From an optimization exercise on the open Yosys and OpenROAD flow, aimed at small area and a short achievable clock period; shortcuts taken in it are not production practice.
RTL that was checked went through simulation tests only; none was proved equivalent to the original.
Power and IR drop assume default switching activity.

the baseline:
==> flow/design.v <==
`default_nettype none
package coreSvcPkg;
	typedef struct packed {
		logic [3-1:0] size;
		logic [8-1:0]  tag;
		logic [64-1:0] data;
	} returnBeat_t;
	typedef struct packed {
		logic req;
		logic ena;
		logic ack;
	} intCtrl_t;
	typedef struct packed {
		logic empty;
		logic bkpt;
	} coreState_t;
endpackage
`default_nettype wire
`timescale 1ns/1ps
`default_nettype none
module returnFifo #(
	parameter int depth = 16
) (
	input  logic                    EXTCLK,
	input  logic                    rstN,
	input  logic                    wr,
	input  coreSvcPkg::returnBeat_t wrBeat,
	input  logic                    rdNow,
	output logic [depth-1:0]        rdSel,
	output logic [depth*(3+8+64)-1:0] memFlat,
	output logic                    notEmpty,
	output logic                    notEmptyNext,
	output logic                    full,
	output logic                    fullOut
);
	localparam int beatW = 3 + 8 + 64;
	logic [beatW-1:0] mem [0:depth-1];
	logic [depth-1:0] wrPtr;
	logic [depth-1:0] rdPtr;
	logic [depth-1:0] wrPtrNext;
	logic [depth-1:0] rdPtrNext;
	logic             fifteen;
	logic             two;
	logic             oneLeft;
	logic             oneLeftNext;
	logic             fullNext;
	logic             doWr;
	assign doWr = wr & ~full;
	assign wrPtrNext = doWr ? {wrPtr[depth-2:0], wrPtr[depth-1]} : wrPtr;
	assign rdPtrNext = rdNow ? {rdPtr[depth-2:0], rdPtr[depth-1]} : rdPtr;
	assign fifteen = |({wrPtr[depth-2:0], wrPtr[depth-1]} & rdPtr);
	assign two = |({rdPtr[depth-3:0], rdPtr[depth-1:depth-2]} & wrPtr);
	assign notEmptyNext = doWr | (notEmpty & ~(rdNow & oneLeft));
	assign fullNext = (full & ~rdNow) | (doWr & ~rdNow & fifteen);
	always_comb
	begin
		case ({doWr, rdNow})
			2'b10: oneLeftNext = ~notEmpty;
			2'b01: oneLeftNext = two;
			default: oneLeftNext = oneLeft;
		endcase
	end
	assign rdSel = rdPtr & {depth{rdNow}};
	genvar i;
	generate
		for (i = 0; i < depth; i++) begin : g_ent
			assign memFlat[i*beatW +: beatW] = mem[i];
			always_ff @(posedge EXTCLK)
			begin
				if (wrPtr[i] & ~full)
					mem[i] <= wrBeat;
			end
		end
	endgenerate
	always_ff @(posedge EXTCLK or negedge rstN)
	begin
		if (!rstN)
		begin
			wrPtr <= depth'(1);
			rdPtr <= depth'(1);
			notEmpty <= 1'b0;
			full <= 1'b0;
			oneLeft <= 1'b0;
			fullOut <= 1'b0;
		end
		else
		begin
			wrPtr <= wrPtrNext;
			rdPtr <= rdPtrNext;
			notEmpty <= notEmptyNext;
			full <= fullNext;
			oneLeft <= oneLeftNext;
			fullOut <= (fullOut & ~rdNow) | (doWr & ~rdNow & fifteen);
		end
	end
endmodule
`default_nettype wire
`timescale 1ns/1ps
`default_nettype none
module returnArbiter #(
	parameter int depth = 16
) (
	input  logic                    EXTCLK,
	input  logic                    rstN,
	input  logic                    netWr,
	input  coreSvcPkg::returnBeat_t netWrBeat,
	output logic                    netFull,
	input  logic                    streamNotEmpty,
	input  logic                    streamNotEmptyNext,
	input  logic [depth-1:0]        streamSel,
	input  logic [depth*(3+8+64)-1:0] streamMem,
	output logic                    streamRd,
	input  logic                    localDrdy,
	input  coreSvcPkg::returnBeat_t localBeat,
	output logic                    localRd,
	output logic                    coreDrdy,
	output coreSvcPkg::returnBeat_t coreBeat
);
	localparam int beatW = 3 + 8 + 64;
	logic             netSel;
	logic             localBusy;
	logic             localSel;
	logic [beatW-1:0] netHead;
	logic [beatW-1:0] nextBeat;
	assign netFull = 1'b0;
	always_ff @(posedge EXTCLK or negedge rstN)
	begin
		if (!rstN)
		begin
			netSel <= 1'b0;
			streamRd <= 1'b0;
			localBusy <= 1'b0;
		end
		else
		begin
			netSel <= netWr;
			streamRd <= ~netWr & streamNotEmptyNext;
			localBusy <= netWr | streamNotEmptyNext;
		end
	end
	always_ff @(posedge EXTCLK)
		netHead <= netWrBeat;
	assign localRd = ~localBusy & localDrdy;
	assign localSel = ~netSel & ~streamNotEmpty;
	always_comb
	begin
		nextBeat = ({beatW{netSel}} & netHead) | ({beatW{localSel}} & localBeat);
		for (int i = 0; i < depth; i++)
			nextBeat = nextBeat | ({beatW{streamSel[i]}} & streamMem[i*beatW +: beatW]);
	end
	always_ff @(posedge EXTCLK or negedge rstN)
	begin
		if (!rstN)
			coreDrdy <= 1'b0;
		else
			coreDrdy <= localBusy | localDrdy;
	end
	always_ff @(posedge EXTCLK)
		coreBeat <= nextBeat;
endmodule
`default_nettype wire
`timescale 1ns/1ps
`default_nettype none
module tickGen #(
	parameter int scale = 20
) (
	input  logic EXTCLK,
	input  logic rstN,
	output logic tickPulse
);
	localparam int cntW = $clog2(scale);
	logic [cntW-1:0] cnt;
	logic            lastCycle;
	assign lastCycle = (cnt == cntW'(scale - 1));
	always_ff @(posedge EXTCLK or negedge rstN)
	begin
		if (!rstN)
		begin
			cnt <= '0;
			tickPulse <= 1'b0;
		end
		else
		begin
			cnt <= lastCycle ? '0 : cnt + 1'b1;
			tickPulse <= lastCycle;
		end
	end
endmodule
`default_nettype wire
`timescale 1ns/1ps
`default_nettype none
module intSequencer (
	input  logic                   EXTCLK,
	input  logic                   rstN,
	input  coreSvcPkg::intCtrl_t   intCtrl,
	input  coreSvcPkg::coreState_t coreState,
	output logic                   coreStop,
	output logic                   msgIntReq
);
	logic pendingReg;
	logic intPending;
	logic reqSent;
	logic fire;
	assign intPending = pendingReg & intCtrl.ena;
	assign coreStop = intPending;
	assign fire = intPending & coreState.empty & ~coreState.bkpt & ~reqSent;
	always_ff @(posedge EXTCLK or negedge rstN)
	begin
		if (!rstN)
		begin
			pendingReg <= 1'b0;
			reqSent <= 1'b0;
			msgIntReq <= 1'b0;
		end
		else
		begin
			pendingReg <= (intPending | intCtrl.req) & ~intCtrl.ack & intCtrl.ena;
			reqSent <= (reqSent | fire) & intPending;
			msgIntReq <= fire;
		end
	end
endmodule
`default_nettype wire
`timescale 1ns/1ps
`default_nettype none
module coreSvc (
	input  logic                    EXTCLK,
	input  logic                    rstN,
	input  logic                    streamWr,
	input  coreSvcPkg::returnBeat_t streamWrBeat,
	output logic                    streamFull,
	input  logic                    netWr,
	input  coreSvcPkg::returnBeat_t netWrBeat,
	output logic                    netFull,
	input  logic                    localDrdy,
	input  coreSvcPkg::returnBeat_t localBeat,
	output logic                    localRd,
	output logic                    coreDrdy,
	output coreSvcPkg::returnBeat_t coreBeat,
	output logic                    tickPulse,
	input  coreSvcPkg::intCtrl_t    intCtrl,
	input  coreSvcPkg::coreState_t  coreState,
	output logic                    coreStop,
	output logic                    msgIntReq
);
	localparam int depth = 16;
	localparam int beatW = 3 + 8 + 64;
	logic [depth-1:0]       streamSel;
	logic [depth*beatW-1:0] streamMem;
	logic                   streamNotEmpty;
	logic                   streamNotEmptyNext;
	logic                   streamRd;
	returnFifo streamFifo (.EXTCLK(EXTCLK), .rstN(rstN), .wr(streamWr), .wrBeat(streamWrBeat),
		.rdNow(streamRd), .rdSel(streamSel), .memFlat(streamMem),
		.notEmpty(streamNotEmpty), .notEmptyNext(streamNotEmptyNext), .full(), .fullOut(streamFull));
	returnArbiter arbiter (.EXTCLK(EXTCLK), .rstN(rstN),
		.netWr(netWr), .netWrBeat(netWrBeat), .netFull(netFull),
		.streamNotEmpty(streamNotEmpty), .streamNotEmptyNext(streamNotEmptyNext),
		.streamSel(streamSel), .streamMem(streamMem), .streamRd(streamRd),
		.localDrdy(localDrdy), .localBeat(localBeat), .localRd(localRd),
		.coreDrdy(coreDrdy), .coreBeat(coreBeat));
	tickGen tick (.EXTCLK(EXTCLK), .rstN(rstN), .tickPulse(tickPulse));
	intSequencer intSeq (.EXTCLK(EXTCLK), .rstN(rstN), .intCtrl(intCtrl),
		.coreState(coreState), .coreStop(coreStop), .msgIntReq(msgIntReq));
endmodule
`default_nettype wire
Settings: LEC_CHECK=0, CAP_MARGIN=20, CORE_MARGIN=2, CORE_UTILIZATION=60, SETUP_SLACK_MARGIN=1.9, SLEW_MARGIN=20; clock period 4.0 ns.
standard.sh (not shown) runs the stock make flow with config.mk's settings and CLKGATE_MAP_FILE= SYNTH_SCRIPT=/design/flow/synth_recipe.tcl, a recipe that flattens the netlist after the stock synthesis.
==> flow/flow/run.sh <==
#!/bin/bash
# The standard layout (standard.sh, unchanged synthesis) with two changes:
#  - port buffers made from buf_2 instead of the resizer's default pick
#  - clock tree sinks clustered by 25 within 200 um, without dummy loads
cp standard.sh standard_sh.txt.log
export BUFFER_PORTS_ARGS="-buffer_cell sky130_fd_sc_hd__buf_2"
export CTS_ARGS="-sink_clustering_enable -repair_clock_nets -sink_clustering_size 25 -sink_clustering_max_diameter 200 -dont_use_dummy_load"
bash standard.sh > standard.log 2>&1
> inputs changed (the baseline -> the candidate)
--- a/flow/design.v
+++ b/flow/design.v
@@ -44,11 +44,21 @@
 	logic             oneLeft;
 	logic             oneLeftNext;
 	logic             fullNext;
 	logic             doWr;
 	assign doWr = wr & ~full;
-	assign wrPtrNext = doWr ? {wrPtr[depth-2:0], wrPtr[depth-1]} : wrPtr;
+	always_comb
+	begin
+		if (fullNext)
+			wrPtrNext = '0;
+		else if (full)
+			wrPtrNext = rdPtr;
+		else if (doWr)
+			wrPtrNext = {wrPtr[depth-2:0], wrPtr[depth-1]};
+		else
+			wrPtrNext = wrPtr;
+	end
 	assign rdPtrNext = rdNow ? {rdPtr[depth-2:0], rdPtr[depth-1]} : rdPtr;
 	assign fifteen = |({wrPtr[depth-2:0], wrPtr[depth-1]} & rdPtr);
 	assign two = |({rdPtr[depth-3:0], rdPtr[depth-1:depth-2]} & wrPtr);
 	assign notEmptyNext = doWr | (notEmpty & ~(rdNow & oneLeft));
 	assign fullNext = (full & ~rdNow) | (doWr & ~rdNow & fifteen);
@@ -65,11 +75,11 @@
 	generate
 		for (i = 0; i < depth; i++) begin : g_ent
 			assign memFlat[i*beatW +: beatW] = mem[i];
 			always_ff @(posedge EXTCLK)
 			begin
-				if (wrPtr[i] & ~full)
+				if (wrPtr[i])
 					mem[i] <= wrBeat;
 			end
 		end
 	endgenerate
 	always_ff @(posedge EXTCLK or negedge rstN)
@@ -140,22 +150,28 @@
 	end
 	always_ff @(posedge EXTCLK)
 		netHead <= netWrBeat;
 	assign localRd = ~localBusy & localDrdy;
 	assign localSel = ~netSel & ~streamNotEmpty;
+	logic [beatW-1:0] pairBeat [0:depth/2-1];
+	logic [depth/2-1:0] pairSel;
 	always_comb
 	begin
 		nextBeat = ({beatW{netSel}} & netHead) | ({beatW{localSel}} & localBeat);
-		for (int i = 0; i < depth; i++)
-			nextBeat = nextBeat | ({beatW{streamSel[i]}} & streamMem[i*beatW +: beatW]);
+		for (int i = 0; i < depth/2; i++)
+		begin
+			pairSel[i] = streamSel[2*i] | streamSel[2*i+1];
+			pairBeat[i] = streamSel[2*i+1] ? streamMem[(2*i+1)*beatW +: beatW] : streamMem[(2*i)*beatW +: beatW];
+			nextBeat = nextBeat | ({beatW{pairSel[i]}} & pairBeat[i]);
+		end
 	end
 	always_ff @(posedge EXTCLK or negedge rstN)
 	begin
 		if (!rstN)
 			coreDrdy <= 1'b0;
 		else
-			coreDrdy <= localBusy | localDrdy;
+			coreDrdy <= netSel | streamNotEmpty | localDrdy;
 	end
 	always_ff @(posedge EXTCLK)
 		coreBeat <= nextBeat;
 endmodule
 `default_nettype wire
@@ -196,27 +212,30 @@
 	input  coreSvcPkg::coreState_t coreState,
 	output logic                   coreStop,
 	output logic                   msgIntReq
 );
 	logic pendingReg;
+	logic pendingOut;
 	logic intPending;
 	logic reqSent;
 	logic fire;
 	assign intPending = pendingReg & intCtrl.ena;
-	assign coreStop = intPending;
+	assign coreStop = pendingOut & intCtrl.ena;
 	assign fire = intPending & coreState.empty & ~coreState.bkpt & ~reqSent;
 	always_ff @(posedge EXTCLK or negedge rstN)
 	begin
 		if (!rstN)
 		begin
 			pendingReg <= 1'b0;
+			pendingOut <= 1'b0;
 			reqSent <= 1'b0;
 			msgIntReq <= 1'b0;
 		end
 		else
 		begin
 			pendingReg <= (intPending | intCtrl.req) & ~intCtrl.ack & intCtrl.ena;
+			pendingOut <= (pendingOut & intCtrl.ena | intCtrl.req) & ~intCtrl.ack & intCtrl.ena;
 			reqSent <= (reqSent | fire) & intPending;
 			msgIntReq <= fire;
 		end
 	end
 endmodule
==> comparison <==
Relative to the baseline, the final critical delay including setup and external delays of the candidate is lower by 0.034 ns.
The candidate ends up with a sequential share of layout area that is 0.54 points lower than in the baseline.
Synthesized area divided by synthesized cell count is lower on the candidate
The baseline reports its path type of the worst min-delay path as input port to async pin while the candidate reports input port to flip-flop.
From the baseline to the candidate the numbers moved as follows: global-route wire length before repair ~0 delta, number of nets in the synthesized netlist +1.4%, number of inverters outside the clock class in the layout +2, global-route usage -0.65 points.
In summary, the candidate completed successfully, with a layout that passed the timing, DRC and antenna checks.
The baseline went all the way through synthesis, placement and routing and the layout is clean on timing, DRC and antenna.
Function was not checked in any run of this note: the RTL went through the layout flow alone.

---

run 1:
coreSvc, a different RTL version from the one above (not shown whole).
For scale: about 320 I/O pins, roughly 49000 um2 of cells after synthesis.
Design coreSvc, start of the top module:
module coreSvc (
	input  logic                    EXTCLK,
	input  logic                    rstN,
	input  logic                    streamWr,
	input  coreSvcPkg::returnBeat_t streamWrBeat,
	output logic                    streamFull,
	input  logic                    netWr,
	input  coreSvcPkg::returnBeat_t netWrBeat,
	output logic                    netFull,
	input  logic                    localDrdy,
	input  coreSvcPkg::returnBeat_t localBeat,
	output logic                    localRd,
	output logic                    coreDrdy,
	output coreSvcPkg::returnBeat_t coreBeat,
	output logic                    tickPulse,
	input  coreSvcPkg::intCtrl_t    intCtrl,
	input  coreSvcPkg::coreState_t  coreState,
	output logic                    coreStop,
	output logic                    msgIntReq
);
	localparam int depth = 16;
	localparam int beatW = 3 + 8 + 64;
	logic [depth-1:0]       streamSel;
	logic [depth*beatW-1:0] streamMem;
	logic                   streamNotEmpty;
	logic                   streamNotEmptyNext;
	logic                   streamRd;
	returnFifo streamFifo (.EXTCLK(EXTCLK), .rstN(rstN), .wr(streamWr), .wrBeat(streamWrBeat),
		.rdNow(streamRd), .rdSel(streamSel), .memFlat(streamMem),
		.notEmpty(streamNotEmpty), .notEmptyNext(streamNotEmptyNext), .full(), .fullOut(streamFull));
  ...
==> module returnFifo, before the edit <==
module returnFifo #(
	parameter int depth = 16
) (
	input  logic                    EXTCLK,
	input  logic                    rstN,
	input  logic                    wr,
	input  coreSvcPkg::returnBeat_t wrBeat,
	input  logic                    rdNow,
	output logic [depth-1:0]        rdSel,
	output logic [depth*(3+8+64)-1:0] memFlat,
	output logic                    notEmpty,
	output logic                    notEmptyNext,
	output logic                    full,
	output logic                    fullOut
);
	localparam int beatW = 3 + 8 + 64;
	localparam int cntW = $clog2(depth) + 1;
	logic [beatW-1:0] mem [0:depth-1];
	logic [depth-1:0] wrPtr;
	logic [depth-1:0] rdPtr;
	logic [depth-1:0] wrPtrNext;
	logic [depth-1:0] rdPtrNext;
	logic [cntW-1:0]  count;
	logic [cntW-1:0]  countNext;
	logic             oneLeft;
	logic             oneLeftNext;
	logic             fullNext;
	logic             doWr;
	assign doWr = wr & ~full;
	assign wrPtrNext = doWr ? {wrPtr[depth-2:0], wrPtr[depth-1]} : wrPtr;
	assign rdPtrNext = rdNow ? {rdPtr[depth-2:0], rdPtr[depth-1]} : rdPtr;
	always_comb
	begin
		case ({doWr, rdNow})
			2'b10: countNext = count + 1'b1;
			2'b01: countNext = count - 1'b1;
			default: countNext = count;
		endcase
	end
	assign notEmptyNext = doWr | (notEmpty & ~(rdNow & oneLeft));
	assign fullNext = (full & ~rdNow) | (doWr & ~rdNow & (count == cntW'(depth - 1)));
	always_comb
	begin
		case ({doWr, rdNow})
			2'b10: oneLeftNext = ~notEmpty;
			2'b01: oneLeftNext = (count == cntW'(2));
			default: oneLeftNext = oneLeft;
		endcase
	end
	assign rdSel = rdPtr & {depth{rdNow}};
	genvar i;
	generate
		for (i = 0; i < depth; i++) begin : g_ent
			assign memFlat[i*beatW +: beatW] = mem[i];
			always_ff @(posedge EXTCLK)
			begin
				if (wrPtr[i] & ~full)
					mem[i] <= wrBeat;
			end
		end
	endgenerate
	always_ff @(posedge EXTCLK or negedge rstN)
	begin
		if (!rstN)
		begin
			wrPtr <= depth'(1);
			rdPtr <= depth'(1);
			count <= '0;
			notEmpty <= 1'b0;
			full <= 1'b0;
			oneLeft <= 1'b0;
			fullOut <= 1'b0;
		end
		else
		begin
			wrPtr <= wrPtrNext;
			rdPtr <= rdPtrNext;
			count <= countNext;
			notEmpty <= notEmptyNext;
			full <= fullNext;
			oneLeft <= oneLeftNext;
			fullOut <= (countNext == cntW'(depth));
		end
	end
endmodule
==> module coreSvc, before the edit <==
module coreSvc (
	input  logic                    EXTCLK,
	input  logic                    rstN,
	input  logic                    streamWr,
	input  coreSvcPkg::returnBeat_t streamWrBeat,
	output logic                    streamFull,
	input  logic                    netWr,
	input  coreSvcPkg::returnBeat_t netWrBeat,
	output logic                    netFull,
	input  logic                    localDrdy,
	input  coreSvcPkg::returnBeat_t localBeat,
	output logic                    localRd,
	output logic                    coreDrdy,
	output coreSvcPkg::returnBeat_t coreBeat,
	output logic                    tickPulse,
	input  coreSvcPkg::intCtrl_t    intCtrl,
	input  coreSvcPkg::coreState_t  coreState,
	output logic                    coreStop,
	output logic                    msgIntReq
);
	localparam int depth = 16;
	localparam int beatW = 3 + 8 + 64;
	logic [depth-1:0]       streamSel;
	logic [depth*beatW-1:0] streamMem;
	logic                   streamNotEmpty;
	logic                   streamNotEmptyNext;
	logic                   streamRd;
	returnFifo streamFifo (.EXTCLK(EXTCLK), .rstN(rstN), .wr(streamWr), .wrBeat(streamWrBeat),
		.rdNow(streamRd), .rdSel(streamSel), .memFlat(streamMem),
		.notEmpty(streamNotEmpty), .notEmptyNext(streamNotEmptyNext), .full(), .fullOut(streamFull));
	returnArbiter arbiter (.EXTCLK(EXTCLK), .rstN(rstN),
		.netWr(netWr), .netWrBeat(netWrBeat), .netFull(netFull),
		.streamNotEmpty(streamNotEmpty), .streamNotEmptyNext(streamNotEmptyNext),
		.streamSel(streamSel), .streamMem(streamMem), .streamRd(streamRd),
		.localDrdy(localDrdy), .localBeat(localBeat), .localRd(localRd),
		.coreDrdy(coreDrdy), .coreBeat(coreBeat));
	tickGen tick (.EXTCLK(EXTCLK), .rstN(rstN), .tickPulse(tickPulse));
	intSequencer intSeq (.EXTCLK(EXTCLK), .rstN(rstN), .intCtrl(intCtrl),
		.coreState(coreState), .coreStop(coreStop), .msgIntReq(msgIntReq));
endmodule
export LEC_CHECK = 0
export CAP_MARGIN = 20
export CORE_MARGIN = 2
export CORE_UTILIZATION = 40
export SETUP_SLACK_MARGIN = 1.9
export SLEW_MARGIN = 20
create_clock -name core_clock -period 4.0 [get_ports {EXTCLK}]
Scripts as last shown in full above: flow/flow/run.sh
Modified inputs, run 2 compared to run 1
--- a/flow/design.v
+++ b/flow/design.v
@@ -30,8 +30,7 @@
 	output logic [depth*(3+8+64)-1:0] memFlat,
 	output logic                    notEmpty,
 	output logic                    notEmptyNext,
-	output logic                    full,
-	output logic                    fullOut
+	output logic                    full
 );
 	localparam int beatW = 3 + 8 + 64;
 	localparam int cntW = $clog2(depth) + 1;
@@ -43,7 +42,6 @@
 	logic [cntW-1:0]  count;
 	logic [cntW-1:0]  countNext;
 	logic             oneLeft;
-	logic             oneLeftNext;
 	logic             fullNext;
 	logic             doWr;
 	assign doWr = wr & ~full;
@@ -59,14 +57,6 @@
 	end
 	assign notEmptyNext = doWr | (notEmpty & ~(rdNow & oneLeft));
 	assign fullNext = (full & ~rdNow) | (doWr & ~rdNow & (count == cntW'(depth - 1)));
-	always_comb
-	begin
-		case ({doWr, rdNow})
-			2'b10: oneLeftNext = ~notEmpty;
-			2'b01: oneLeftNext = (count == cntW'(2));
-			default: oneLeftNext = oneLeft;
-		endcase
-	end
 	assign rdSel = rdPtr & {depth{rdNow}};
 	genvar i;
 	generate
@@ -89,7 +79,6 @@
 			notEmpty <= 1'b0;
 			full <= 1'b0;
 			oneLeft <= 1'b0;
-			fullOut <= 1'b0;
 		end
 		else
 		begin
@@ -98,8 +87,7 @@
 			count <= countNext;
 			notEmpty <= notEmptyNext;
 			full <= fullNext;
-			oneLeft <= oneLeftNext;
-			fullOut <= (countNext == cntW'(depth));
+			oneLeft <= (countNext == cntW'(1));
 		end
 	end
 endmodule
@@ -261,7 +249,7 @@
 	logic                   streamRd;
 	returnFifo streamFifo (.EXTCLK(EXTCLK), .rstN(rstN), .wr(streamWr), .wrBeat(streamWrBeat),
 		.rdNow(streamRd), .rdSel(streamSel), .memFlat(streamMem),
-		.notEmpty(streamNotEmpty), .notEmptyNext(streamNotEmptyNext), .full(), .fullOut(streamFull));
+		.notEmpty(streamNotEmpty), .notEmptyNext(streamNotEmptyNext), .full(streamFull));
 	returnArbiter arbiter (.EXTCLK(EXTCLK), .rstN(rstN),
 		.netWr(netWr), .netWrBeat(netWrBeat), .netFull(netFull),
 		.streamNotEmpty(streamNotEmpty), .streamNotEmptyNext(streamNotEmptyNext),
Findings:
The number of global-route vias before repair number comes out lower for run 1 vs run 2. Run 1 has higher post-detailed-placement cell area than run 2. Relative to run 1, the depth of the worst register-to-register path of run 2 is higher by 4. Compared with run 1, in run 2 buffer count from post-CTS setup fixing rose 58%; post-route minimum period fell 0.028 ns; power rose 1.0%; final-layout clock buffer total about even; maximum frequency rose about 1.2%. Diff run 1 -> run 2: post-layout utilization of the core neither gained nor lost much, worst setup slack after layout grew by 0.028 ns, number of signal-net inverters in the final layout increased 1. Diff run 1 and run 2: final hold slack higher in run 1.
Only the layout flow was run in run 2; the RTL was not checked for function there.

==> static timing again, ports no longer ideal <==
In the flow no input, the clock included, has a driving cell. The finished layouts below were timed again as built, in two steps.
Step 1 assumes that a clkbuf_16 drives the clock port and a buf_2 every other input.
Step 2 times the ports against the registers' clock, not the clock port: input delays grow and output delays shrink by t, the midpoint of the rising clock arrivals with the driver on.
Three values: ideal, step 1, step 2; two values: the first two.
run	t (ns)	setup slack, ns	hold WS [ns]	latest minus earliest clock arrival (ns)
the baseline	0.733	1.824 / 1.754 / 1.834	0.120 / 0.075 / 0.434	0.047 / 0.048
the candidate	0.742	1.858 / 1.787 / 1.822	0.208 / 0.160 / 0.442	0.038 / 0.037
run 1	0.727	1.714 / 1.714 / 1.221	0.206 / 0.155 / 0.437	0.083 / 0.082
run 2	0.703	1.741 / 1.674 / 1.480	0.045 / -0.005 / 0.436	0.076 / 0.077
After both steps setup and hold are still met in every run listed. The setup slack of run 1, which loses most, moves by 0.000 ns with the drivers and by -0.493 ns with both steps.
